Source: an optimization exercise on an open RTL-to-GDS flow (aim: small area and a short achievable clock period). Production flows keep margins and buffers that such runs may drop.
RTL that was checked went through simulation tests only; none was proved equivalent to the original.
Function not checked in runs 6 and 7: the RTL went through the layout flow alone.
No activity file was given, so power comes from the tool's default toggle rates.

--- flow/design.v ---
module pool2x2_stream #(
    parameter int DATA_W   = 16,
    parameter int MAX_COLS = 256,
    parameter int DIM_W    = 9
) (
    input  logic                     pclk,
    input  logic                     rst,
    input  logic [DIM_W-1:0]         cfg_cols,
    input  logic [DIM_W-1:0]         cfg_rows,
    input  logic                     cfg_avg,
    input  logic                     in_valid,
    input  logic                     in_sof,
    input  logic signed [DATA_W-1:0] in_data,
    output logic                     out_valid,
    output logic signed [DATA_W-1:0] out_data,
    output logic                     out_eol,
    output logic                     out_eof,
    output logic                     cfg_err
);
    localparam int DEPTH = 128;                   
    localparam logic [DIM_W:0] MAX_COLS_W = (DIM_W+1)'(MAX_COLS);
    logic                     ok_q, avg_q, err_q;
    logic [DIM_W-1:0]         cols_q, rows_q;
    logic [DIM_W-1:0]         crem_q, rrem_q;     
    logic                     c_odd_q, c_last_q, c_eol_q, c0_q, c1_q;
    logic                     r_odd_q, r_last_q, r_eof_q;
    logic [3:0]               dg0_q, dg1_q, dg2_q;  
    logic                     dg3_q;
    logic                     out_vld_q, out_eol_q, out_eof_q;
    logic signed [DATA_W-1:0] out_dat_q;
    logic signed [DATA_W+1:0] t_q;                
    logic signed [DATA_W:0]   b_q;                
    logic signed [DATA_W:0]   sr [DEPTH];
    logic signed [DATA_W:0]   so [5];             
    localparam logic [76:0] TAP = {7'd127, 7'd63, 7'd47, 7'd31, 7'd15, 7'd11, 7'd7,
                                   7'd3, 7'd2, 7'd1, 7'd0};
    logic [3:0]               sel1;
    logic [6:0]               sel2;
    logic [9:0]               sel3;
    logic [10:0]              sel4;
    logic                     sof, acc, cfg_legal, shift;
    logic [6:0]               len;
    logic signed [DATA_W+1:0] inx, t_new;
    logic signed [DATA_W:0]   h, b_new;
    logic signed [DATA_W-1:0] o;
    logic signed [DATA_W-1:0] t16, b16;
    logic signed [DATA_W+1:0] r_sum, t_sum;
    logic [1:0]               r_gt, t_gt;            
    pool2x2_stream_addr #(.W(DATA_W+2)) add_r (.a(t_q), .b(inx), .s(r_sum));
    pool2x2_stream_addr #(.W(DATA_W+2)) add_t (.a((DATA_W+2)'(b_q)), .b(inx), .s(t_sum));
    pool2x2_stream_gtr  #(.W(DATA_W), .N(2)) gt_r (.a(DATA_W'(t_q)), .b(in_data), .gt(r_gt));
    pool2x2_stream_gtr  #(.W(DATA_W), .N(2)) gt_t (.a(DATA_W'(b_q)), .b(in_data), .gt(t_gt));
    pool2x2_stream_selr #(.W(DATA_W))  sel_r (.avg(avg_q), .w0(!r_odd_q), .sum(r_sum), .gt(r_gt),
                                              .a(DATA_W'(t_q)), .x(in_data), .so(so[4]), .h(h),
                                              .o(o), .bn(b_new));
    pool2x2_stream_selt #(.W(DATA_W))  sel_t (.avg(avg_q), .use_x(in_sof || !r_odd_q), .sum(t_sum),
                                              .gt(t_gt), .a(DATA_W'(b_q)), .x(in_data), .y(t_new));
    assign cfg_legal = (|cfg_cols[DIM_W-1:1]) && (|cfg_rows[DIM_W-1:1]) &&
                       ({1'b0, cfg_cols} <= MAX_COLS_W);
    always_comb begin
        sof   = in_valid && in_sof;
        len   = 7'((cfg_cols >> 1) - DIM_W'(1));
        acc   = in_valid && !in_sof;
        shift = acc && (r_odd_q ? (!c_odd_q && !c_last_q) : c_odd_q);
        inx   = (DATA_W+2)'(in_data);
        t16   = DATA_W'(t_q);
        b16   = DATA_W'(b_q);
        sel1 = dg0_q;
        sel2 = {dg1_q[3:1], sel1 & {4{dg1_q[0]}}};
        sel3 = {dg2_q[3:1], sel2 & {7{dg2_q[0]}}};
        sel4 = {dg3_q, sel3 & {10{!dg3_q}}};
        so[0] = sr[0];
        so[1] = '0;
        so[2] = '0;
        so[3] = '0;
        so[4] = '0;
        for (int c = 0; c < 11; c++) begin
            if (c < 4)  so[1] = so[1] | (sr[TAP[7*c +: 7]] & {(DATA_W+1){sel1[c]}});
            if (c < 7)  so[2] = so[2] | (sr[TAP[7*c +: 7]] & {(DATA_W+1){sel2[c]}});
            if (c < 10) so[3] = so[3] | (sr[TAP[7*c +: 7]] & {(DATA_W+1){sel3[c]}});
            so[4] = so[4] | (sr[TAP[7*c +: 7]] & {(DATA_W+1){sel4[c]}});
        end
    end
    always_ff @(posedge pclk or posedge rst) begin
        if (rst) begin
            ok_q      <= 1'b0;
            err_q     <= 1'b0;
            out_vld_q <= 1'b0;
        end else begin
            out_vld_q <= acc && ok_q && c_odd_q && r_odd_q;
            if (sof) begin
                ok_q  <= cfg_legal;
                err_q <= !cfg_legal;
            end
        end
    end
    always_ff @(posedge pclk) begin
        if (sof) begin
            avg_q    <= cfg_avg;
            dg0_q    <= 4'b1 << len[1:0];
            dg1_q    <= 4'b1 << len[3:2];
            dg2_q    <= 4'b1 << len[5:4];
            dg3_q    <= len[6];
            cols_q   <= cfg_cols;
            rows_q   <= cfg_rows;
            crem_q   <= cfg_cols - DIM_W'(1);
            c_odd_q  <= 1'b1;
            c_last_q <= cfg_cols == DIM_W'(2);
            c_eol_q  <= cfg_cols[DIM_W-1:2] == '0;
            c0_q     <= 1'b0;
            c1_q     <= 1'b1;
            rrem_q   <= cfg_rows;
            r_odd_q  <= 1'b0;
            r_last_q <= 1'b0;
        end else if (acc) begin
            c1_q <= c0_q;
            if (c_last_q) begin
                crem_q   <= cols_q;
                c_odd_q  <= 1'b0;
                c_last_q <= 1'b0;
                c0_q     <= 1'b1;
                if (r_last_q) begin
                    rrem_q   <= rows_q;
                    r_odd_q  <= 1'b0;
                    r_last_q <= 1'b0;
                end else begin
                    rrem_q   <= rrem_q - DIM_W'(1);
                    r_odd_q  <= !r_odd_q;
                    r_last_q <= rrem_q == DIM_W'(2);
                    r_eof_q  <= rrem_q[DIM_W-1:2] == '0;
                end
            end else begin
                crem_q   <= crem_q - DIM_W'(1);
                c_odd_q  <= !c_odd_q;
                c_last_q <= crem_q == DIM_W'(2);
                c_eol_q  <= crem_q[DIM_W-1:2] == '0;
                c0_q     <= 1'b0;
            end
        end
    end
    always_ff @(posedge pclk) begin
        out_dat_q <= o;
        out_eol_q <= c_eol_q;
        out_eof_q <= c_eol_q && r_eof_q;
        if (sof || (in_valid && !c_odd_q)) begin
            t_q <= t_new;
        end
        if (acc && c_odd_q && (r_odd_q || c1_q)) begin
            b_q <= b_new;
        end
    end
    always_ff @(posedge pclk) begin
        if (shift) begin
            sr[0] <= h;
            for (int k = 1; k < DEPTH; k++) begin
                sr[k] <= (k == 1 || k == 4 || k == 16 || k == 64) ? so[k == 1 ? 0 : k == 4 ? 1 : k == 16 ? 2 : 3]
                                                                  : sr[k-1];
            end
        end
    end
    assign out_valid = out_vld_q;
    assign out_data  = out_dat_q;
    assign out_eol   = out_eol_q;
    assign out_eof   = out_eof_q;
    assign cfg_err   = err_q;
endmodule
module pool2x2_stream_selt #(
    parameter int W = 16
) (
    input  logic                avg,
    input  logic                use_x,
    input  logic signed [W+1:0] sum,
    input  logic [1:0]          gt,
    input  logic signed [W-1:0] a,
    input  logic signed [W-1:0] x,
    output logic signed [W+1:0] y
);
    logic [W+1:0] ge;
    assign ge = {{(W+2-9){gt[1]}}, {9{gt[0]}}};
    for (genvar i = 0; i < W + 2; i++) begin : bit_
        assign y[i] = use_x ? ((i < W) ? x[i < W ? i : W-1] : x[W-1])
                            : (avg ? sum[i] : (ge[i] ? ((i < W) ? a[i < W ? i : W-1] : a[W-1])
                                                     : ((i < W) ? x[i < W ? i : W-1] : x[W-1])));
    end
endmodule
module pool2x2_stream_selr #(
    parameter int W = 16
) (
    input  logic                avg,
    input  logic                w0,
    input  logic signed [W+1:0] sum,
    input  logic [1:0]          gt,
    input  logic signed [W-1:0] a,
    input  logic signed [W-1:0] x,
    input  logic signed [W:0]   so,
    output logic signed [W:0]   h,
    output logic signed [W-1:0] o,
    output logic signed [W:0]   bn
);
    logic signed [W-1:0] m;
    logic        [W-1:0] ge;
    assign ge = {{(W-8){gt[1]}}, {8{gt[0]}}};
    assign m  = (ge & a) | (~ge & x);
    assign h  = avg ? sum[W:0] : (W+1)'(m);
    assign o  = avg ? sum[W+1:2] : m;
    assign bn = w0 ? h : so;
endmodule
module pool2x2_stream_and #(
    parameter int W = 18
) (
    input  logic [W-1:0] a,
    input  logic [W-1:0] b,
    output logic [W-1:0] y
);
    assign y = a & b;
endmodule
module pool2x2_stream_xor #(
    parameter int W = 18
) (
    input  logic [W-1:0] a,
    input  logic [W-1:0] b,
    output logic [W-1:0] y
);
    assign y = a ^ b;
endmodule
module pool2x2_stream_pfx1 #(
    parameter int W = 16                          
) (
    input  logic [W-1:0] p,
    input  logic [W-1:0] g,
    output logic         c
);
    localparam int L = $clog2(W);
    logic [W-1:0] gg [L+1];
    logic [W-1:0] pp [L+1];
    assign gg[0] = g;
    assign pp[0] = p;
    for (genvar l = 0; l < L; l++) begin : lvl
        localparam int N = W >> (l + 1);
        pool2x2_stream_red #(.N(N)) u (.gi(gg[l][2*N-1:0]), .pi(pp[l][2*N-1:0]),
                                       .go(gg[l+1][N-1:0]), .po(pp[l+1][N-1:0]));
        if (N < W) begin : pad
            assign gg[l+1][W-1:N] = '0;
            assign pp[l+1][W-1:N] = '0;
        end
    end
    assign c = gg[L][0];
endmodule
module pool2x2_stream_red #(
    parameter int N = 8
) (
    input  logic [2*N-1:0] gi,
    input  logic [2*N-1:0] pi,
    output logic [N-1:0]   go,
    output logic [N-1:0]   po
);
    for (genvar i = 0; i < N; i++) begin : grp
        assign go[i] = gi[2*i+1] | (pi[2*i+1] & gi[2*i]);
        assign po[i] = pi[2*i+1] & pi[2*i];
    end
endmodule
module pool2x2_stream_addr #(
    parameter int W = 18
) (
    input  logic [W-1:0] a,
    input  logic [W-1:0] b,
    output logic [W-1:0] s
);
    logic [W-1:0] p, g, c;
    pool2x2_stream_xor #(.W(W)) px (.a(a), .b(b), .y(p));
    pool2x2_stream_and #(.W(W)) gx (.a(a), .b(b), .y(g));
    pool2x2_stream_pfx #(.W(W)) cx (.p(p), .g(g), .c(c));
    assign s = p ^ {c[W-2:0], 1'b0};
endmodule
module pool2x2_stream_gtr #(
    parameter int W = 16,
    parameter int N = 1
) (
    input  logic [W-1:0] a,
    input  logic [W-1:0] b,
    output logic [N-1:0] gt
);
    logic [W-1:0] ua, nb, p, g;
    assign ua = {~a[W-1], a[W-2:0]};
    assign nb = {b[W-1], ~b[W-2:0]};
    pool2x2_stream_xor  #(.W(W)) px (.a(ua), .b(nb), .y(p));
    pool2x2_stream_and  #(.W(W)) gx (.a(ua), .b(nb), .y(g));
    for (genvar i = 0; i < N; i++) begin : cx
        pool2x2_stream_pfx1 #(.W(W)) t (.p(p), .g(g), .c(gt[i]));
    end
endmodule
module pool2x2_stream_pfx #(
    parameter int W = 18
) (
    input  logic [W-1:0] p,
    input  logic [W-1:0] g,
    output logic [W-1:0] c
);
    localparam int L = $clog2(W);
    logic [W-1:0] gg [L+1];
    logic [W-1:0] pp [L+1];
    assign gg[0] = g;
    assign pp[0] = p;
    for (genvar l = 0; l < L; l++) begin : lvl
        localparam int D = 2 ** l;
        localparam int PL = (2 * D < W) ? 2 * D : W - 1;
        logic [W-1:D]  go;
        logic [W-1:PL] po;
        pool2x2_stream_pfxl #(.W(W), .D(D), .PL(PL)) u (.gi(gg[l]), .pi(pp[l]), .go(go), .po(po));
        assign gg[l+1] = {go, gg[l][D-1:0]};
        assign pp[l+1] = {po, pp[l][PL-1:0]};
    end
    assign c = gg[L];
endmodule
module pool2x2_stream_pfxl #(
    parameter int W  = 18,
    parameter int D  = 1,
    parameter int PL = 2
) (
    input  logic [W-1:0]  gi,
    input  logic [W-1:0]  pi,
    output logic [W-1:D]  go,
    output logic [W-1:PL] po
);
    for (genvar i = D; i < W; i++) begin : g_
        assign go[i] = gi[i] | (pi[i] & gi[i-D]);
    end
    for (genvar i = PL; i < W; i++) begin : p_
        assign po[i] = pi[i] & pi[i-D];
    end
endmodule
--- flow/run.sh ---
#!/bin/bash
# synth_recipe.tcl (not shown) runs the flow's synth.tcl, then flattens the netlist and writes it again
# the make line also repeats each setting of config.mk as NAME=value (left out here)
make -C /OpenROAD-flow-scripts/flow DESIGN_CONFIG=/design/flow/config.mk WORK_HOME=/design/flow/orfs CLKGATE_MAP_FILE= SYNTH_SCRIPT=/design/flow/synth_recipe.tcl finish
--- flow/constraint.sdc ---
create_clock -name core_clock -period 5.3 [get_ports {pclk}]
set_input_delay 1.0600 -clock core_clock [delete_from_list [all_inputs] [get_ports {pclk}]]
set_output_delay 1.0600 -clock core_clock [all_outputs]
set_load 0.01 [all_outputs]
--- flow/config.mk ---
export PLATFORM = sky130hd
export DESIGN_NAME = pool2x2_stream
export DESIGN_NICKNAME = pool2x2_stream
export VERILOG_FILES = /design/flow/design.v
export SDC_FILE = /design/flow/constraint.sdc
export NUM_CORES = 4
export LEC_CHECK = 0
export CAP_MARGIN = 20
export CORE_MARGIN = 2
export CORE_UTILIZATION = 55
export CTS_CLUSTER_DIAMETER = 100
export CTS_CLUSTER_SIZE = 28
export PLACE_DENSITY_LB_ADDON = 0.2
export SETUP_SLACK_MARGIN = 3.05
export SLEW_MARGIN = 20
export SYNTH_HIERARCHICAL = 1
export SYNTH_MINIMUM_KEEP_SIZE = 0
==> impl_metrics.ini, run 1 <==
[synth]
yosysWarnings = 21
synth_area_sq_um = 76100
syn_inst = 3386
syn_avg_cell_area_sq_um = 22.5

[global_route]
grt_pass1_vias = 30100
antenna_found_initial = 0
grt_max_degree = 139
gr-usage-all-layers = 0.170
grt_overflow_total = 0
grt_first_pass_wirelength_mm = 182

[clocking]
cts_root_buf = clkbuf_16
cts_buffer_depth = 3
tritoncts = built
clock_sinks = 2290
htreeDepth = 3
insertion_delay_ns = 0.74
cts_buffers = 93
clk_pin_slew_ns = 0.12
cts_hold_buf = 0

[pwr]
p_leak_nw = 28.3
power_density_nw_per_um2 = 385
ir_drop_mv = 0.291

[sta]
setup_viol = 0
skew_ns = 0.0535
drv_slew = 0
timing.slew.headroom = 0.437
rsz0062_at_grt = true
worst_pin_slew_ns = 0.845
fmaxAchievable_mhz = 410
finalCritPeriodShare = 0.460
fin_setup_tns_ns = 0
min_period_ns = 2.44
hold_violations = 0

[min_path]
hold_start = c_eol_q$_DFFE_PP_
min_to = out_eol_q$_DFF_P_
min_path_cells = 0
hp-class = register to register

[critical_path]
critPathMaxFanout = 4
startpoint_type = register
required_ns = 5.78
reg2reg_from = b_q[10]$_DFFE_PP_
critPathKind = register to register
crit_arrival_ns = 2.91
rrSetupSlack_ns = 2.86
rr_endpoint = t_q[17]$_DFFE_PP_
ff2ff_path_depth = 9
cp-end-kind = register

[layout]
register_area_sq_um = 68600
final_cell_mix = edfxtp_1 (2,264), a21o_1 (162), and2_1 (145)
multi_input_area_sq_um = 8310
finish.utilization = 0.622
nets = 3741
fillerInstances = 9123
drive_above_1_share = 0.174
syn_to_final_growth_pct = 12.3
final_common_cell = edfxtp_1

[routing]
first_pass_iters = 7
routed_wl_mm = 123
drc_errors = 0
vias = 30500
wl_per_cell_microns = 22.2
vias_per_cell = 5.52
drtAntennaViolNets = 0
drt_iter0_markers = 2940

[floorplan]
num_rows = 136
ioPinCount = 59
die_height_microns = 376
core_sq_um = 137000
die_w_microns = 376
dieArea_sq_um = 141000
initial_core_util = 0.554

[place]
port_buffers = 58
gp_congestion = 0.828
post-dp-hpwl_mm = 69.6

[status]
status = no timing/DRC/antenna violations

[job]
cap_violations = 0
## cell type report
class,count,share of cell area
flip-flops and latches,2290,0.802
repair inverters,1,0.0000879
inverters,69,0.00310
clock buffers,119,0.0291
repair buffers,276,0.0399
multi-input cells,962,0.0972
clock inverters,8,0.00180
well taps,1794,0.0263
diodes,2,0.0000586
## critical path, stage by stage, from the launching register on
cell and delay, ns:
edfxtp_1 0.51, buf_6 0.18, xor2_4 0.17, a21o_1 0.21, a21o_1 0.20, a21o_1 0.18
a21o_1 0.15, a21o_1 0.17, xor2_1 0.14, o221a_2 0.26
## per-layer routing
layer,track usage,wire [microns],vias up
met3,0.0251,4630,136
met5,0,0,-
li1,-,-,13800
met2,0.278,59300,536
met4,0.0396,2630,0
met1,0.247,56000,16000
## registers in the layout, summed over array words and instances, names as in the netlist, 4 cells and up
signal	flops
t_q	18
dg2_q	4
out_dat_q	16
rrem_q	9
b_q	17
sr	2176
rows_q	9
crem_q	9
dg1_q	4
dg0_q	4
cols_q	9
## metrics by stage
step           cell area [sq um]  instances  power (mW)  hold WS, ns  setup slack (ns)
4_1_cts                    84300       5470        33.0        0.386              2.87
3_3_place_gp               79300       5226        24.2        0.363              1.24
3_5_place_dp               79300       5227        24.3        0.365              1.16
2_1_floorplan              76100       3386        25.0        0.340            -28.44
6_report                   85400       5521        32.9        0.394              2.86
5_1_grt                    85400       5519        34.1        0.403              2.84
## worst max-delay path by stage
| stage | slack [ns] | cells after the start | start | endpoint |
|---|---|---|---|---|
| after floorplan | -28.44 | 2 | in_sof | sr[0][0]$_DFFE_PP_ |
| after global placement | 1.24 | 9 | in_data[7] | sr[0][16]$_DFFE_PP_ |
| after detailed placement | 1.16 | 9 | in_data[7] | b_q[16]$_DFFE_PP_ |
| after CTS | 2.87 | 7 | b_q[3]$_DFFE_PP_ | t_q[2]$_DFFE_PP_ |
| after global routing | 2.84 | 7 | b_q[1]$_DFFE_PP_ | t_q[2]$_DFFE_PP_ |
| final | 2.86 | 9 | b_q[10]$_DFFE_PP_ | t_q[17]$_DFFE_PP_ |
## what timing repair did
item,CTS,global route
buffers inserted,99,39
cloned,17,10
endpoints found under the setup margin,2360,1377
resized for setup,444,134
pin swaps,126,99
## report_power, final
| group | leakage [nW] | switching [mW] | internal, mW | total [mW] |
|---|---|---|---|---|
| sequential | 21.0 | 0.450 | 21.4 | 21.9 |
| clock | 1.28 | 4.97 | 3.38 | 8.35 |
| combinational | 5.98 | 1.60 | 1.04 | 2.64 |
| total | 28.3 | 7.02 | 25.8 | 32.9 |
==> run 2, diff against run 1 <==
--- a/flow/config.mk
+++ b/flow/config.mk
@@ -13,3 +13,3 @@
 export PLACE_DENSITY_LB_ADDON = 0.2
-export SETUP_SLACK_MARGIN = 3.05
+export SETUP_SLACK_MARGIN = 2.9
 export SLEW_MARGIN = 20
==> impl_metrics.ini, run 2 <==
[clocking]
insertion_delay_ns = 0.74
cts_buffer_depth = 3
clk_pin_slew_ns = 0.10
clock_sinks = 2290
cts_root_buf = clkbuf_16
cts_buffers = 93
tritoncts = built
htreeDepth = 3

[global_route]
grt_first_pass_wirelength_mm = 180
grt_pass1_vias = 29800
grt_overflow_total = 0
antenna_found_initial = 0
gr-usage-all-layers = 0.168
grt_max_degree = 139

[layout]
register_area_sq_um = 68500
syn_to_final_growth_pct = 10.6
nets = 3700
fillerInstances = 9244
multi_input_area_sq_um = 7860
top_register = sr
final_cell_mix = edfxtp_1 (2,264), a21o_1 (163), and2_1 (159)
finish.utilization = 0.613
largest_reg_flops = 2176
drive_above_1_share = 0.143
reg_top3 = sr x2176, t_q x18, b_q x17
final_common_cell = edfxtp_1
antenna_cells = 0

[routing]
wl_per_cell_microns = 22.1
vias_per_cell = 5.51
drt_iter0_markers = 3067
routed_wl_mm = 121
first_pass_iters = 8
drtAntennaViolNets = 0
vias = 30200
drc_errors = 0

[critical_path]
crit_slowest_cell = a21o_4
crit_arrival_ns = 2.88
cp-end-kind = register
cpLargestDelayFamily = compound AO/OA/AOI/OAI gates
required_ns = 5.73
critPathKind = input pin to register
max_stage_delay_ns = 0.28
startpoint_type = input pin
cp.buffers_inverters = 3
critPathMaxFanout = 8
crit_chain = clkbuf_4 -> inv_1 -> xor2_1 -> and2_1 -> and2_2 -> a21o_1 -> a21o_4 -> buf_12 -> mux2i_4 -> a21oi_1

[min_path]
hp-class = register to register

[sta]
whs_ns = 0.393
hold_violations = 0
timing.slew.headroom = 0.317
setup_viol = 0
fmaxAchievable_mhz = 408
finalCritPeriodShare = 0.462
min_period_ns = 2.45
fin_setup_tns_ns = 0
skew_ns = 0.0572
worst_pin_slew_ns = 1.02
drv_slew = 0
rsz0062_at_grt = true

[pwr]
p_sw_mw = 6.95
p_leak_nw = 27.8
combinationalPowerShare = 0.074
seq_power_share = 0.670
ir_drop_mv = 0.293
power_density_nw_per_um2 = 387
total_power_mw = 32.6
intPower_mw = 25.7
switching_share = 0.213
pwr-share-clk = 0.256

[synth]
syn_inst = 3386
synth_area_sq_um = 76100
syn_avg_cell_area_sq_um = 22.5
yosysWarnings = 21

[floorplan]
dieArea_sq_um = 141000
die_height_microns = 376
die_w_microns = 376
core_sq_um = 137000
initial_core_util = 0.554
ioPinCount = 59
num_rows = 136

[place]
post-dp-hpwl_mm = 69.6
gp_congestion = 0.828
port_buffers = 58

[job]
cap_violations = 0

[status]
status = no timing/DRC/antenna violations
[run 2: cell count changes in the layout (fill, tap and decap cells not counted), sizes merged]
cell and change:
buf -35, bufbuf -3, clkbuf -2, clkdlybuf4s50 +4, clkinvlp -2, diode -2
dlygate4sd2 -3, dlymetal6s2s -1, inv +1
[run 2: area by class of cell]
type                    count  share of cell area
clock buffers             119              0.0296
clock inverters             8             0.00183
inverters                  69             0.00317
multi-input cells         962              0.0933
flip-flops and latches   2290               0.814
well taps                1794              0.0267
repair buffers            236              0.0314
[run 2: power by group through the flow]
stage                     Combinational [mW]  Clock [mW]  Sequential, mW
after global placement                  1.96           0            22.3
after CTS                               2.25        8.69            21.9
after floorplan                         1.34           0            23.7
final                                   2.40        8.36            21.9
after global routing                    2.60        9.26            22.0
after detailed placement                2.03           0            22.3
[run 2: per-layer routing]
layer	GRT usage	share of wire
met1	0.243	0.45
met2	0.268	0.48
met3	0.0271	0.046
met4	0.0490	0.026
met5	0	0
[run 2: worst paths after layout]
check,cells after the start,start,slack [ns],end
worst max-delay path,10,in_data[6],2.85,sr[0][5]$_DFFE_PP_
worst min-delay path,0,sr[43][3]$_DFFE_PP_,0.39,sr[44][3]$_DFFE_PP_
worst max register to register,9,b_q[9]$_DFFE_PP_,2.90,t_q[17]$_DFFE_PP_
worst min register to register,0,sr[43][3]$_DFFE_PP_,0.39,sr[44][3]$_DFFE_PP_
max in group asynchronous,2,rst,4.70,ok_q$_DFFE_PP0P_
min in group asynchronous,2,rst,0.47,out_vld_q$_DFF_PP0_
[run 2: through the flow]
step / area (sq um) / setup slack, ns / std cells
6_report: 84200 / 2.85 / 5478
5_1_grt: 84200 / 2.78 / 5478
4_1_cts: 83100 / 2.85 / 5421
3_5_place_dp: 79300 / 1.16 / 5227
3_3_place_gp: 79300 / 1.24 / 5226
2_1_floorplan: 76100 / -28.44 / 3386
[run 2: repair_timing]
item	4_1_cts	5_1_grt
gates resized for setup	292	112
setup endpoints to repair	2329	1422
gates cloned	11	5
hold buffers	0	0
setup buffers	56	52
pin swaps	37	63
==> run 3, diff against run 2 <==
--- a/flow/design.v
+++ b/flow/design.v
@@ -40,3 +40,4 @@
     logic [10:0]              sel4;
-    logic                     sof, acc, cfg_legal, shift;
+    logic                     sof, acc, cfg_legal, shift_arm;
+    logic [3:0]               shift;              
     logic [6:0]               len;
@@ -57,2 +58,5 @@
                                               .gt(t_gt), .a(DATA_W'(b_q)), .x(in_data), .y(t_new));
+    for (genvar q = 0; q < 4; q++) begin : shq
+        pool2x2_stream_shen sh (.v(in_valid), .s(in_sof), .arm(shift_arm), .en(shift[q]));
+    end
     assign cfg_legal = (|cfg_cols[DIM_W-1:1]) && (|cfg_rows[DIM_W-1:1]) &&
@@ -63,3 +67,3 @@
         acc   = in_valid && !in_sof;
-        shift = acc && (r_odd_q ? (!c_odd_q && !c_last_q) : c_odd_q);
+        shift_arm = r_odd_q ? (!c_odd_q && !c_last_q) : c_odd_q;
         inx   = (DATA_W+2)'(in_data);
@@ -152,5 +156,7 @@
     always_ff @(posedge pclk) begin
-        if (shift) begin
+        if (shift[0]) begin
             sr[0] <= h;
-            for (int k = 1; k < DEPTH; k++) begin
+        end
+        for (int k = 1; k < DEPTH; k++) begin
+            if (shift[k / (DEPTH / 4)]) begin
                 sr[k] <= (k == 1 || k == 4 || k == 16 || k == 64) ? so[k == 1 ? 0 : k == 4 ? 1 : k == 16 ? 2 : 3]
@@ -331 +337,9 @@
 endmodule
+module pool2x2_stream_shen (
+    input  logic v,
+    input  logic s,
+    input  logic arm,
+    output logic en
+);
+    assign en = v & ~s & arm;
+endmodule
--- a/flow/config.mk
+++ b/flow/config.mk
@@ -10,4 +10,4 @@
 export CORE_UTILIZATION = 55
-export CTS_CLUSTER_DIAMETER = 100
-export CTS_CLUSTER_SIZE = 28
+export CTS_CLUSTER_DIAMETER = 90
+export CTS_CLUSTER_SIZE = 32
 export PLACE_DENSITY_LB_ADDON = 0.2
==> impl_metrics.ini, run 3 <==
[sta]
setup_viol = 0
layout_setup_ws_ns = 2.86
whs_ns = 0.397
worst_pin_slew_ns = 0.688
fin_setup_tns_ns = 0
min_period_ns = 2.44
skew_ns = 0.0359
hold_violations = 0
timing.slew.headroom = 0.540
finalCritPeriodShare = 0.459
drv_slew = 0
rsz0062_at_grt = true
fmaxAchievable_mhz = 411

[pwr]
pwr-share-clk = 0.260
power_density_nw_per_um2 = 371
combinationalPowerShare = 0.058
p_sw_mw = 6.38
seq_power_share = 0.683
ir_drop_mv = 0.280
p_leak_nw = 26.6
total_power_mw = 30.9
intPower_mw = 24.5
switching_share = 0.207

[min_path]
hp-class = register to register
min_path_cells = 0

[clocking]
clock_sinks = 2290
insertion_delay_ns = 0.73
tritoncts = built
cts_buffers = 84
htreeDepth = 3
clk_pin_slew_ns = 0.12
cts_root_buf = clkbuf_16
cts_hold_buf = 0
cts_buffer_depth = 3

[layout]
final_common_cell = edfxtp_1
reg_top3 = sr x2176, t_q x18, b_q x17
syn_to_final_growth_pct = 9.40
final_cell_mix = edfxtp_1 (2,264), a21o_1 (168), and2_1 (167)
drive_above_1_share = 0.125
fillerInstances = 9424
finish.utilization = 0.606
nets = 3689
top_register = sr
largest_reg_flops = 2176

[global_route]
gr-usage-all-layers = 0.168
grt_max_degree = 125
grt_first_pass_wirelength_mm = 176
grt_overflow_total = 0
grt_pass1_vias = 28100
antenna_found_initial = 8

[critical_path]
startpoint_type = register
required_ns = 5.77
ff2ff_path_depth = 8
crit_arrival_ns = 2.90
cp-end-kind = register
critPathKind = register to register
critPathMaxFanout = 5

[synth]
synth_area_sq_um = 76100
yosysWarnings = 21
syn_inst = 3397
syn_avg_cell_area_sq_um = 22.4

[place]
gp_congestion = 0.838
post-dp-hpwl_mm = 73.0
port_buffers = 58
dpl_worst_slack_ns = 1.22

[floorplan]
die_w_microns = 376
ioPinCount = 59
dieArea_sq_um = 141000
die_height_microns = 376
num_rows = 136
initial_core_util = 0.554
core_sq_um = 137000

[routing]
first_pass_iters = 7
routed_wl_mm = 121
vias = 30100
drc_errors = 0
vias_per_cell = 5.52
drt_iter0_markers = 3149
wl_per_cell_microns = 22.1
drtAntennaViolNets = 0

[job]
cap_violations = 0

[status]
status = no timing/DRC/antenna violations
==> run 3: changes by cell type in the layout (fill, tap and decap cells not counted), sizes merged, moves of 4 or more <==
cell,before,now
clkbuf,130,99
and3b,15,21
nand2,34,39
xor2,106,110
buf,196,189
nor3b,3,9
clkinv,2,8
nor2,69,75
bufbuf,8,2
==> run 3: routing by layer <==
layer / GRT usage / share of wire / vias up
li1: - / - / 13700
met1: 0.274 / 0.50 / 15700
met2: 0.237 / 0.44 / 613
met3: 0.0241 / 0.043 / 142
met4: 0.0496 / 0.026 / 0
met5: 0 / 0 / -
==> run 3: power groups by stage <==
stage          logic (mW)  clock network (mW)  registers [mW]
3_5_place_dp         1.60                   0            21.5
3_3_place_gp         1.56                   0            21.5
5_1_grt              1.94                8.92            21.2
6_report             1.79                8.02            21.1
2_1_floorplan        1.01                   0            21.5
4_1_cts              1.73                8.37            21.1
==> run 3: critical path, stage by stage, from the launching register on <==
cell	delay, ns
edfxtp_1	0.56
buf_6	0.19
xor2_1	0.12
and2_1	0.14
and2_2	0.13
a21o_1	0.20
a21o_1	0.20
or4b_4	0.48
o221a_2	0.14
==> run 3: worst paths after layout <==
kind                       slack, ns               from                  end
setup / recovery                2.86   b_q[4]$_DFFE_PP_    t_q[17]$_DFFE_PP_
hold / removal                  0.40  c_eol_q$_DFFE_PP_    out_eol_q$_DFF_P_
setup reg to reg                2.86   b_q[4]$_DFFE_PP_    t_q[17]$_DFFE_PP_
hold reg to reg                 0.40  c_eol_q$_DFFE_PP_    out_eol_q$_DFF_P_
max in group asynchronous       4.66                rst  out_vld_q$_DFF_PP0_
min in group asynchronous       0.50                rst     ok_q$_DFFE_PP0P_
==> run 3: through the flow <==
| stage | cells | cell area (sq um) |
|---|---|---|
| 2_1_floorplan | 3397 | 76100 |
| 3_3_place_gp | 5253 | 79500 |
| 3_5_place_dp | 5260 | 79500 |
| 4_1_cts | 5423 | 82700 |
| 5_1_grt | 5457 | 83200 |
| 6_report | 5458 | 83200 |
==> run 3: final cells by class <==
type | instances | area, sq um | area share
multi-input combinational | 974 | 7530 | 0.0905
timing repair buffer | 222 | 2250 | 0.0270
sequential | 2290 | 68500 | 0.823
antenna | 3 | 7.51 | 0.0000902
tap | 1794 | 2240 | 0.0270
clock buffer | 92 | 2150 | 0.0259
inverter | 69 | 270 | 0.00325
clock inverter | 14 | 240 | 0.00289
==> run 3: what timing repair did <==
item,in CTS,in global routing
setup buffers,51,31
cloned,6,1
pin swaps,14,31
resized for setup,260,69
setup endpoints to repair,1890,368
==> run 4, diff against run 3 <==
--- a/flow/config.mk
+++ b/flow/config.mk
@@ -10,4 +10,4 @@
 export CORE_UTILIZATION = 55
-export CTS_CLUSTER_DIAMETER = 90
-export CTS_CLUSTER_SIZE = 32
+export CTS_CLUSTER_DIAMETER = 100
+export CTS_CLUSTER_SIZE = 28
 export PLACE_DENSITY_LB_ADDON = 0.2
==> impl_metrics.ini, run 4 <==
[critical_path]
crit_slowest_cell = bufbuf_16
cpLargestDelayFamily = compound AO/OA/AOI/OAI gates
critPathKind = input pin to register
crit_arrival_ns = 2.93
max_stage_delay_ns = 0.28
rr_endpoint = t_q[17]$_DFFE_PP_
critPathMaxFanout = 7
rrSetupSlack_ns = 2.91
reg2reg_from = b_q[9]$_DFFE_PP_
startpoint_type = input pin
crit_chain = clkdlybuf4s15_2 -> bufbuf_16 -> and2_1 -> a21o_1 -> a21o_1 -> a21o_1 -> a21o_1 -> a21o_1 -> xor2_1 -> o221a_4
cp-end-kind = register
ff2ff_path_depth = 8
cp.buffers_inverters = 2
required_ns = 5.80
cpMostUsedCell = a21o_1

[job]
cap_violations = 0

[global_route]
grt_first_pass_wirelength_mm = 176
grt_max_degree = 125
gr-usage-all-layers = 0.168
grt_pass1_vias = 28100
antenna_found_initial = 6
grt_overflow_total = 0

[routing]
wl_per_cell_microns = 22.2
vias_per_cell = 5.53
drt_iter0_markers = 3155
drtAntennaViolNets = 0
first_pass_iters = 6
vias = 30200
routed_wl_mm = 121
drc_errors = 0

[synth]
synth_area_sq_um = 76100
syn_avg_cell_area_sq_um = 22.4
yosysWarnings = 21
syn_inst = 3397

[floorplan]
die_height_microns = 376
die_w_microns = 376
dieArea_sq_um = 141000
core_sq_um = 137000
ioPinCount = 59
initial_core_util = 0.554
num_rows = 136

[place]
gp_congestion = 0.838
port_buffers = 58
post-dp-hpwl_mm = 73.0

[pwr]
ir_drop_mv = 0.311
power_density_nw_per_um2 = 373
p_leak_nw = 26.7

[clocking]
cts_buffers = 92
clk_pin_slew_ns = 0.10
htreeDepth = 3
tritoncts = built
cts_root_buf = clkbuf_16
cts_hold_buf = 0
clock_sinks = 2290
cts_buffer_depth = 3
insertion_delay_ns = 0.75

[sta]
setup_viol = 0
fin_setup_tns_ns = 0
fmaxAchievable_mhz = 412
whs_ns = 0.407
hold_violations = 0
rsz0062_at_grt = true
min_period_ns = 2.43
finalCritPeriodShare = 0.458
drv_slew = 0
worst_pin_slew_ns = 0.698
timing.slew.headroom = 0.534
skew_ns = 0.0334

[min_path]
min_path_cells = 0
min_to = sr[84][5]$_DFFE_PP_
hold_start = sr[83][5]$_DFFE_PP_
hp-class = register to register

[layout]
nets = 3688
largest_reg_flops = 2176
top_register = sr
final_common_cell = edfxtp_1
reg_top3 = sr x2176, t_q x18, b_q x17
final_cell_mix = edfxtp_1 (2,264), a21o_1 (164), and2_1 (161)
drive_above_1_share = 0.129
syn_to_final_growth_pct = 9.88

[status]
status = no timing/DRC/antenna violations
run 4: worst max path at each step:
stage,start,to,slack [ns],cells past startpoint
6_report,in_data[15],t_q[17]$_DFFE_PP_,2.87,10
3_3_place_gp,in_data[7],sr[0][15]$_DFFE_PP_,1.31,9
2_1_floorplan,in_sof,sr[0][0]$_DFFE_PP_,-0.75,1
4_1_cts,out_dat_q[7]$_DFF_P_,out_data[7],2.82,1
3_5_place_dp,in_data[7],sr[0][15]$_DFFE_PP_,1.22,9
5_1_grt,out_dat_q[11]$_DFF_P_,out_data[11],2.83,1
run 4: per-layer routing:
layer  share of wire  GRT usage  vias up
met1            0.49      0.275    15800
li1                -          -    13700
met5               0          0        -
met3           0.044     0.0251      160
met4           0.028     0.0489        0
met2            0.43      0.236      602
run 4: metrics by stage:
step                      power (mW)  area, sq um  utilization  worst slack (ns)  instances
after CTS                       31.4        82900        0.604              2.82       5432
final                           31.2        83600        0.609              2.87       5466
after detailed placement        23.1        79500        0.579              1.22       5260
after floorplan                 22.5        76100            -            -0.748       3397
after global routing            32.3        83600        0.609              2.83       5465
after global placement          23.1        79500        0.579              1.31       5253
run 4: worst reg2reg max path, cell delays in order (launching register included):
cell and delay (ns):
edfxtp_1 0.56, and2_1 0.27, a21o_1 0.21, a21o_1 0.20, a21o_1 0.18, a21o_1 0.15, a21o_1 0.16, xor2_1 0.16
o221a_4 0.26
run 4: timing repair:
action,CTS,global route
setup buffers,43,27
setup endpoints to repair,1904,352
pin swaps,15,37
endpoints found under the hold margin,0,0
resized for setup,275,82
gates cloned,4,6
run 4: area by class of cell:
type / count / area (sq um)
Sequential cell: 2290 / 68600
Tap cell: 1794 / 2240
Inverter: 69 / 270
Clock inverter: 11 / 151
Timing Repair Buffer: 212 / 2250
Antenna cell: 1 / 2.50
Clock buffer: 114 / 2410
Multi-Input combinational cell: 975 / 7740
Fill cell: 9400 / 53700
run 4: power breakdown:
part	switching (mW)	internal (mW)
clock network	4.98	3.27
registers	0.310	20.8
logic	1.17	0.658
==> run 5, diff against run 4 <==
--- a/flow/config.mk
+++ b/flow/config.mk
@@ -9,3 +9,3 @@
 export CORE_MARGIN = 2
-export CORE_UTILIZATION = 55
+export CORE_UTILIZATION = 50
 export CTS_CLUSTER_DIAMETER = 100
==> impl_metrics.ini, run 5 <==
[routing]
drt_iter0_markers = 3311
drc_errors = 0
vias = 30200
routed_wl_mm = 124
vias_per_cell = 5.31
drtAntennaViolNets = 0
wl_per_cell_microns = 21.8
first_pass_iters = 9

[sta]
min_period_ns = 2.41
timing.slew.headroom = 0.304
finalCritPeriodShare = 0.455
fmaxAchievable_mhz = 414
worst_pin_slew_ns = 1.04
setup_viol = 0
rsz0062_at_grt = true
drv_slew = 0
skew_ns = 0.0316
hold_violations = 0

[layout]
syn_to_final_growth_pct = 10.0
stdcell_count = 5686
largest_reg_flops = 2176
reg_top3 = sr x2176, t_q x18, b_q x17
nets = 3684
drive_above_1_share = 0.126
final_common_cell = edfxtp_1
final_cell_mix = edfxtp_1 (2,264), and2_1 (166), a21o_1 (165)
fillerInstances = 11300
top_register = sr

[global_route]
grt_pass1_vias = 28400
antenna_found_initial = 16
grt_first_pass_wirelength_mm = 181
grt_overflow_total = 0
grt_max_degree = 112
gr-usage-all-layers = 0.156

[clocking]
cts_hold_buf = 0
clock_sinks = 2290
cts_buffers = 93
cts_root_buf = clkbuf_16
clk_pin_slew_ns = 0.10
tritoncts = built
htreeDepth = 3
cts_buffer_depth = 3
insertion_delay_ns = 0.73

[synth]
yosysWarnings = 21
synth_area_sq_um = 76100
syn_inst = 3397
syn_avg_cell_area_sq_um = 22.4

[critical_path]
crit_arrival_ns = 2.88
cp-end-kind = register
critPathMaxFanout = 8
endpoint = t_q[17]$_DFFE_PP_
required_ns = 5.77
max_stage_delay_ns = 0.50
crit_chain = buf_2 -> inv_1 -> xor2_1 -> and2_1 -> and2_1 -> and2_2 -> a21o_4 -> or4b_4 -> o221a_4
crit_slowest_cell = or4b_4
critPathKind = input pin to register
crit_start = in_data[13]
rr_endpoint = t_q[17]$_DFFE_PP_
startpoint_type = input pin
ff2ff_path_depth = 8
cpMostUsedCell = and2_1
reg2reg_from = b_q[4]$_DFFE_PP_
rrSetupSlack_ns = 2.90

[min_path]
hp-class = register to register
hold_start = c_eol_q$_DFFE_PP_

[floorplan]
initial_core_util = 0.502
die_w_microns = 394
num_rows = 143
core_sq_um = 152000
ioPinCount = 59
die_height_microns = 394
dieArea_sq_um = 155000

[pwr]
intPower_mw = 24.7
power_density_nw_per_um2 = 372
total_power_mw = 31.1
p_sw_mw = 6.45
ir_drop_mv = 0.269
p_leak_nw = 26.6
switching_share = 0.207
pwr-share-clk = 0.264
seq_power_share = 0.678
combinationalPowerShare = 0.058

[job]
cap_violations = 0

[place]
port_buffers = 58
post-dp-hpwl_mm = 74.4
gp_congestion = 0.827
place_inst = 5488

[status]
status = no timing/DRC/antenna violations
[run 5: changes by cell type in the layout (fill, tap and decap cells not counted), moves of 4 or more]
| cell | before | now |
|---|---|---|
| and2_1 | 161 | 166 |
| buf_12 | 27 | 35 |
| buf_4 | 113 | 109 |
| buf_8 | 5 | 0 |
| clkbuf_1 | 21 | 11 |
| xor2_1 | 71 | 75 |
[run 5: final cells by class]
cell class	count	area [sq um]	share of cell area
Tap cell	2030	2540	0.0303
Inverter	69	264	0.00315
Sequential cell	2290	68600	0.819
Antenna cell	2	5.00	0.0000598
Timing Repair Buffer	204	2100	0.0251
Clock buffer	105	2380	0.0285
Multi-Input combinational cell	978	7720	0.0923
Clock inverter	8	138	0.00164
[run 5: how the worst min path moves through the flow]
stage                   endpoint  slack (ns)  cells after the start
2_1_floorplan  out_eol_q$_DFF_P_        0.34                      0
3_5_place_dp   out_eol_q$_DFF_P_        0.37                      0
3_3_place_gp   out_eol_q$_DFF_P_        0.36                      0
4_1_cts        out_eol_q$_DFF_P_        0.40                      0
5_1_grt        out_eol_q$_DFF_P_        0.41                      0
6_report       out_eol_q$_DFF_P_        0.38                      0
[run 5: power groups by stage]
stage	logic, mW	clock network [mW]	registers (mW)
2_1_floorplan	1.01	0	21.5
3_3_place_gp	1.55	0	21.5
3_5_place_dp	1.58	0	21.6
4_1_cts	1.75	8.62	21.1
5_1_grt	1.96	9.17	21.2
6_report	1.80	8.23	21.1
[run 5: layer usage]
metal / global-route usage / part of all wire / routed length [microns]
met1: 0.253 / 0.49 / 60900
met2: 0.219 / 0.43 / 53400
met4: 0.0461 / 0.028 / 3510
met5: 0 / 0 / 0
met3: 0.0234 / 0.049 / 6020
[run 5: worst max-delay path: cells and delay by family]
family,cells,cell delay [ns]
buffers and inverters,2,0.32
AOI/OAI and AO/OA,2,0.29
xor gates and xnor gates,1,0.26
and+or+nand+nor,4,0.96
[run 5: what timing repair did]
item	CTS	global route
resized for setup	260	82
endpoints found under the setup margin	2185	114
pin swaps	16	33
gates cloned	5	3
buffers inserted	50	25
[run 5: through the flow]
step | utilization | area, sq um | TNS (ns) | setup slack, ns | hold WS (ns)
floorplan | - | 76100 | -1628.55 | -0.748 | 0.340
global placement | 0.526 | 79700 | 0 | 1.13 | 0.363
detailed placement | 0.526 | 79700 | 0 | 1.12 | 0.371
CTS | 0.548 | 83100 | 0 | 2.84 | 0.395
global route | 0.552 | 83700 | 0 | 2.74 | 0.413
finish | 0.552 | 83700 | 0 | 2.89 | 0.383
==> run 6, diff against run 5 <==
--- a/flow/design.v
+++ b/flow/design.v
@@ -49,4 +49,8 @@
     logic [1:0]               r_gt, t_gt;            
-    pool2x2_stream_addr #(.W(DATA_W+2)) add_r (.a(t_q), .b(inx), .s(r_sum));
-    pool2x2_stream_addr #(.W(DATA_W+2)) add_t (.a((DATA_W+2)'(b_q)), .b(inx), .s(t_sum));
+    logic [DATA_W+1:0]        t_off, b_off, x_off;
+    assign t_off = t_q + (DATA_W+2)'(7 << (DATA_W-1));
+    assign b_off = (DATA_W+2)'(b_q) + (DATA_W+2)'(7 << (DATA_W-1));
+    assign x_off = {2'b00, ~in_data[DATA_W-1], in_data[DATA_W-2:0]};
+    pool2x2_stream_addr #(.W(DATA_W+2)) add_r (.a(t_off), .b(x_off), .s(r_sum));
+    pool2x2_stream_addr #(.W(DATA_W+2)) add_t (.a(b_off), .b(x_off), .s(t_sum));
     pool2x2_stream_gtr  #(.W(DATA_W), .N(2)) gt_r (.a(DATA_W'(t_q)), .b(in_data), .gt(r_gt));
--- a/flow/config.mk
+++ b/flow/config.mk
@@ -9,3 +9,3 @@
 export CORE_MARGIN = 2
-export CORE_UTILIZATION = 50
+export CORE_UTILIZATION = 55
 export CTS_CLUSTER_DIAMETER = 100
==> impl_metrics.ini, run 6 <==
[routing]
drt_iter0_markers = 3371
routed_wl_mm = 120
first_pass_iters = 6
drtAntennaViolNets = 0
drc_errors = 0
vias_per_cell = 5.52
vias = 30100
wl_per_cell_microns = 22.0

[critical_path]
required_ns = 5.79
cp.buffers_inverters = 0
cpLargestDelayFamily = compound AO/OA/AOI/OAI gates
cpMostUsedCell = a21o_1
max_stage_delay_ns = 0.54
crit_arrival_ns = 2.93
critPathMaxFanout = 3
crit_chain = ha_4 -> xor2_4 -> and2_4 -> and2_1 -> a21o_1 -> a21o_1 -> a21o_1 -> xor2_1 -> o221a_2
cp-end-kind = register
critPathKind = register to register
crit_slowest_cell = edfxtp_1
startpoint_type = register

[place]
post-dp-hpwl_mm = 71.6
dpl_cell_area_sq_um = 79500
dpl_worst_slack_ns = 1.25
place_inst = 5249
port_buffers = 58
gp_congestion = 0.815

[layout]
syn_to_final_growth_pct = 9.56
final_cell_mix = edfxtp_1 (2,264), and2_1 (166), a21o_1 (163)
fillerInstances = 9416
largest_reg_flops = 2176
stdcell_count = 5446
post-route-cell-area_sq_um = 83400
reg_top3 = sr x2176, t_q x18, b_q x17
top_register = sr
drive_above_1_share = 0.127
finish.utilization = 0.607
final_common_cell = edfxtp_1
nets = 3677

[job]
cap_violations = 0

[global_route]
grt_pass1_vias = 28300
grt_first_pass_wirelength_mm = 175
gr-usage-all-layers = 0.166
antenna_found_initial = 6
grt_overflow_total = 0
grt_max_degree = 95

[clocking]
clk_pin_slew_ns = 0.11
cts_root_buf = clkbuf_16
htreeDepth = 3
cts_buffers = 93
clock_sinks = 2290
tritoncts = built
insertion_delay_ns = 0.74
cts_buffer_depth = 3

[pwr]
switching_share = 0.207
p_sw_mw = 6.44
p_leak_nw = 26.6
ir_drop_mv = 0.258
combinationalPowerShare = 0.057
pwr-share-clk = 0.266
power_density_nw_per_um2 = 374
total_power_mw = 31.2
intPower_mw = 24.7
seq_power_share = 0.677

[sta]
skew_ns = 0.0432
setup_viol = 0
layout_setup_ws_ns = 2.85
min_period_ns = 2.45
worst_pin_slew_ns = 1.09
drv_slew = 0
fin_setup_tns_ns = 0
fmaxAchievable_mhz = 409
hold_violations = 0
rsz0062_at_grt = true
finalCritPeriodShare = 0.462
timing.slew.headroom = 0.270
whs_ns = 0.392

[min_path]
hp-class = register to register

[status]
status = no timing/DRC/antenna violations

[synth]
syn_inst = 3389
synth_area_sq_um = 76100
yosysWarnings = 21
syn_avg_cell_area_sq_um = 22.5

[floorplan]
die_w_microns = 376
dieArea_sq_um = 141000
initial_core_util = 0.554
core_sq_um = 137000
ioPinCount = 59
num_rows = 136
die_height_microns = 376
## run 6: cell types whose count changed in the layout (fill, tap and decap cells not counted), sizes merged, moves of 5 or more
cell	delta
nand2	-8
o21ai	-7
conb	+6
nor3b	-6
inv	+5
nand3	-5
nor3	-5
## run 6: metal layers
layer / share of wire / wire length (microns) / GRT usage / up-vias
met3: 0.043 / 5090 / 0.0242 / 151
li1: - / - / - / 13600
met5: 0 / 0 / 0 / -
met4: 0.023 / 2770 / 0.0412 / 0
met2: 0.44 / 53000 / 0.241 / 596
met1: 0.49 / 58800 / 0.269 / 15700
## run 6: area by class of cell
class	count	area, sq um	area share
inverter	73	280	0.00336
timing repair buffer	199	2030	0.0243
multi-input combinational	970	7680	0.0921
tap	1794	2240	0.0269
clock inverter	12	173	0.00207
antenna	1	2.50	0.0000300
sequential	2290	68600	0.822
clock buffer	107	2400	0.0288
## run 6: worst register-to-register path: stages (launching register included)
cell and delay (ns):
edfxtp_1 0.54, ha_4 0.30, xor2_4 0.16, and2_4 0.16, and2_1 0.15, a21o_1 0.15, a21o_1 0.15, a21o_1 0.16
xor2_1 0.15, o221a_2 0.27
## run 6: power by group through the flow
| stage | combinational, mW | sequential, mW | clock (mW) |
|---|---|---|---|
| CTS | 1.73 | 21.1 | 8.63 |
| global route | 1.94 | 21.2 | 9.15 |
| floorplan | 1.02 | 21.5 | 0 |
| detailed placement | 1.60 | 21.5 | 0 |
| finish | 1.78 | 21.1 | 8.28 |
| global placement | 1.56 | 21.5 | 0 |
## run 6: timing repair
action | 4_1_cts | 5_1_grt
gates cloned | 6 | 2
endpoints found under the setup margin | 2180 | 84
resized for setup | 260 | 84
setup buffers | 50 | 19
hold buffers | 0 | 0
pin swaps | 22 | 25
## run 6: final timing paths
check	start	to	slack (ns)	cells after the start
setup reg to reg	b_q[15]$_DFFE_PP_	t_q[17]$_DFFE_PP_	2.85	9
hold reg to reg	c_eol_q$_DFFE_PP_	out_eol_q$_DFF_P_	0.39	0
max in group asynchronous	rst	out_vld_q$_DFF_PP0_	4.70	2
min in group asynchronous	rst	ok_q$_DFFE_PP0P_	0.48	2
hold / removal	c_eol_q$_DFFE_PP_	out_eol_q$_DFF_P_	0.39	0
setup / recovery	b_q[15]$_DFFE_PP_	t_q[17]$_DFFE_PP_	2.85	9
==> run 7, diff against run 6 <==
--- a/flow/design.v
+++ b/flow/design.v
@@ -47,16 +47,12 @@
     logic signed [DATA_W-1:0] t16, b16;
-    logic signed [DATA_W+1:0] r_sum, t_sum;
     logic [1:0]               r_gt, t_gt;            
-    logic [DATA_W+1:0]        t_off, b_off, x_off;
-    assign t_off = t_q + (DATA_W+2)'(7 << (DATA_W-1));
-    assign b_off = (DATA_W+2)'(b_q) + (DATA_W+2)'(7 << (DATA_W-1));
-    assign x_off = {2'b00, ~in_data[DATA_W-1], in_data[DATA_W-2:0]};
-    pool2x2_stream_addr #(.W(DATA_W+2)) add_r (.a(t_off), .b(x_off), .s(r_sum));
-    pool2x2_stream_addr #(.W(DATA_W+2)) add_t (.a(b_off), .b(x_off), .s(t_sum));
+    logic        [DATA_W+1:0] r_sp, r_sc, t_sp, t_sc;
+    pool2x2_stream_addr #(.W(DATA_W+2)) add_r (.a(t_q), .b(inx), .p(r_sp), .ci(r_sc));
+    pool2x2_stream_addr #(.W(DATA_W+2)) add_t (.a((DATA_W+2)'(b_q)), .b(inx), .p(t_sp), .ci(t_sc));
     pool2x2_stream_gtr  #(.W(DATA_W), .N(2)) gt_r (.a(DATA_W'(t_q)), .b(in_data), .gt(r_gt));
     pool2x2_stream_gtr  #(.W(DATA_W), .N(2)) gt_t (.a(DATA_W'(b_q)), .b(in_data), .gt(t_gt));
-    pool2x2_stream_selr #(.W(DATA_W))  sel_r (.avg(avg_q), .w0(!r_odd_q), .sum(r_sum), .gt(r_gt),
+    pool2x2_stream_selr #(.W(DATA_W))  sel_r (.avg(avg_q), .w0(!r_odd_q), .sp(r_sp), .sc(r_sc), .gt(r_gt),
                                               .a(DATA_W'(t_q)), .x(in_data), .so(so[4]), .h(h),
                                               .o(o), .bn(b_new));
-    pool2x2_stream_selt #(.W(DATA_W))  sel_t (.avg(avg_q), .use_x(in_sof || !r_odd_q), .sum(t_sum),
+    pool2x2_stream_selt #(.W(DATA_W))  sel_t (.avg(avg_q), .use_x(in_sof || !r_odd_q), .sp(t_sp), .sc(t_sc),
                                               .gt(t_gt), .a(DATA_W'(b_q)), .x(in_data), .y(t_new));
@@ -181,3 +177,4 @@
     input  logic                use_x,
-    input  logic signed [W+1:0] sum,
+    input  logic        [W+1:0] sp,
+    input  logic        [W+1:0] sc,
     input  logic [1:0]          gt,
@@ -187,2 +184,4 @@
 );
+    logic signed [W+1:0] sum;
+    assign sum = sp ^ sc;
     logic [W+1:0] ge;
@@ -200,3 +199,4 @@
     input  logic                w0,
-    input  logic signed [W+1:0] sum,
+    input  logic        [W+1:0] sp,
+    input  logic        [W+1:0] sc,
     input  logic [1:0]          gt,
@@ -209,2 +209,4 @@
 );
+    logic signed [W+1:0] sum;
+    assign sum = sp ^ sc;
     logic signed [W-1:0] m;
@@ -276,5 +278,6 @@
     input  logic [W-1:0] b,
-    output logic [W-1:0] s
+    output logic [W-1:0] p,
+    output logic [W-1:0] ci
 );
-    logic [W-1:0] p, g, c;
+    logic [W-1:0] g, c;
     pool2x2_stream_xor #(.W(W)) px (.a(a), .b(b), .y(p));
@@ -282,3 +285,3 @@
     pool2x2_stream_pfx #(.W(W)) cx (.p(p), .g(g), .c(c));
-    assign s = p ^ {c[W-2:0], 1'b0};
+    assign ci = {c[W-2:0], 1'b0};
 endmodule
==> impl_metrics.ini, run 7 <==
[global_route]
use_met3 = 0.0279
top_usage_layer = met1
use_met1 = 0.265
grt_overflow_total = 0
grt_max_degree = 106
grt_first_pass_wirelength_mm = 177
antenna_found_initial = 23
gr-usage-all-layers = 0.167
grt_pass1_vias = 28600
globalRouteMet2Util = 0.249

[status]
status = no timing/DRC/antenna violations

[place]
dpl_worst_slack_ns = 1.09
gp_congestion = 0.807
port_buffers = 58
post-dp-hpwl_mm = 71.8

[sta]
setup_viol = 0
whs_ns = 0.391
worst_pin_slew_ns = 0.877
fin_setup_tns_ns = 0
drv_slew = 0
fmaxAchievable_mhz = 412
skew_ns = 0.0514
timing.slew.headroom = 0.415
rsz0062_at_grt = true
finalCritPeriodShare = 0.458
layout_setup_ws_ns = 2.87
min_period_ns = 2.43
hold_violations = 0

[floorplan]
die_height_microns = 376
num_rows = 136
ioPinCount = 59
die_w_microns = 376
dieArea_sq_um = 141000
initial_core_util = 0.554
core_sq_um = 137000

[min_path]
hold_start = c_eol_q$_DFFE_PP_
hp-class = register to register
min_path_cells = 0

[layout]
multi_input_area_sq_um = 7720
register_area_sq_um = 68500
syn_to_final_growth_pct = 9.64
nets = 3687
largest_reg_flops = 2176
drive_above_1_share = 0.130
final_common_cell = edfxtp_1
fillerInstances = 9546
top_register = sr
final_cell_mix = edfxtp_1 (2,264), and2_1 (189), a21o_1 (164)
reg_top3 = sr x2176, t_q x18, b_q x17

[pwr]
pwr-share-clk = 0.264
p_leak_nw = 26.5
switching_share = 0.207
ir_drop_mv = 0.270
total_power_mw = 31.2
intPower_mw = 24.7
power_density_nw_per_um2 = 374
combinationalPowerShare = 0.060
seq_power_share = 0.676
p_sw_mw = 6.46

[clocking]
clock_sinks = 2290
insertion_delay_ns = 0.74
clk_pin_slew_ns = 0.10
htreeDepth = 3
cts_buffer_depth = 3
cts_root_buf = clkbuf_16
tritoncts = built
cts_buffers = 93
cts_hold_buf = 0

[synth]
yosysWarnings = 21
syn_avg_cell_area_sq_um = 22.4
synth_area_sq_um = 76100
syn_inst = 3397

[routing]
drc_errors = 0
first_pass_iters = 5
vias = 30300
wl_per_cell_microns = 22.1
vias_per_cell = 5.54
drt_iter0_markers = 3128
drtAntennaViolNets = 0
routed_wl_mm = 121

[critical_path]
crit_start = in_data[3]
max_stage_delay_ns = 0.36
crit_arrival_ns = 2.88
ff2ff_path_depth = 8
reg2reg_from = b_q[3]$_DFFE_PP_
crit_slowest_cell = a211oi_4
startpoint_type = input pin
critPathKind = input pin to register
crit_chain = buf_4 -> inv_1 -> xor2_1 -> a21o_1 -> a21o_1 -> a21o_4 -> a21o_4 -> a211oi_4 -> a221oi_2
required_ns = 5.75
cp-end-kind = register
critPathMaxFanout = 9

[job]
cap_violations = 0
## run 7: repair_timing
item	CTS	global route
setup endpoints to repair	2215	111
buffers inserted	52	21
resized for setup	238	109
cloned	6	2
pin swaps	17	21
## run 7: worst paths after layout
kind,end,slack (ns)
max in group asynchronous,ok_q$_DFFE_PP0P_,4.65
worst max-delay path,b_q[16]$_DFFE_PP_,2.87
worst min register to register,out_eol_q$_DFF_P_,0.39
worst max register to register,t_q[1]$_DFFE_PP_,2.90
worst min-delay path,out_eol_q$_DFF_P_,0.39
min in group asynchronous,out_vld_q$_DFF_PP0_,0.50
## run 7: stage by stage
stage | cell area, sq um | util | instances
finish | 83500 | 0.607 | 5459
global route | 83500 | 0.607 | 5456
CTS | 82800 | 0.603 | 5433
detailed placement | 79500 | 0.578 | 5257
global placement | 79500 | 0.578 | 5257
floorplan | 76200 | - | 3397
## run 7: per-layer routing
metal,wire [microns],vias to the layer above
met5,0,-
met4,1960,0
met3,6110,127
met2,54500,613
met1,58000,15800
li1,-,13700
## run 7: final cells by class
class	count	area share
Clock buffer	107	0.0288
Timing Repair Buffer	209	0.0262
Antenna cell	3	0.0000899
Tap cell	1794	0.0269
Inverter	53	0.00252
Clock inverter	11	0.00199
Multi-Input combinational cell	992	0.0925
Sequential cell	2290	0.821
## run 7: worst max-delay path: cells and delay by family
kind                      cells  cell delay [ns]
AOI/OAI and AO/OA             6             1.36
xor gates and xnor gates      1             0.19
buffers and inverters         2             0.25
## run 7: power groups by stage
stage	Clock [mW]	Combinational [mW]	Sequential, mW
floorplan	0	1.07	21.5
global placement	0	1.60	21.5
detailed placement	0	1.63	21.5
CTS	8.59	1.79	21.1
global route	9.14	2.02	21.2
finish	8.24	1.86	21.1

[what the ideal ports hide]
The results above use ideal ports. As a check the final layouts listed here were re-extracted and re-timed, cells and wires unchanged. Step 1: set_driving_cell puts a clkbuf_16 on pclk and a buf_2 on each other input, an assumption about the parent block. Step 2 moves the port delays by t, midway between the first and last clock arrival at a register: inputs arrive t later, outputs are due t later. That takes back most of the time a late clock gives input paths. Slacks: ideal / step 1 / step 2; pairs: ideal / step 1.
run	shift t [ns]	setup slack, ns	clock arrival spread, ns	worst data-port slew with drivers (ns)
run 1	0.785	2.864 / 2.864 / 2.123	0.054 / 0.054	0.06
run 2	0.783	2.851 / 2.892 / 2.109	0.058 / 0.058	0.04
run 3	0.786	2.865 / 2.840 / 2.095	0.038 / 0.038	0.09
run 4	0.811	2.870 / 2.808 / 2.082	0.036 / 0.036	0.07
run 5	0.784	2.887 / 2.839 / 2.115	0.034 / 0.034	0.12
run 6	0.800	2.852 / 2.820 / 2.092	0.048 / 0.048	0.08
run 7	0.780	2.874 / 2.854 / 2.109	0.057 / 0.056	0.07
After both steps every run listed still meets setup and hold. The setup slack of run 4, which loses most, moves by -0.062 ns with the drivers and by -0.788 ns with both steps.
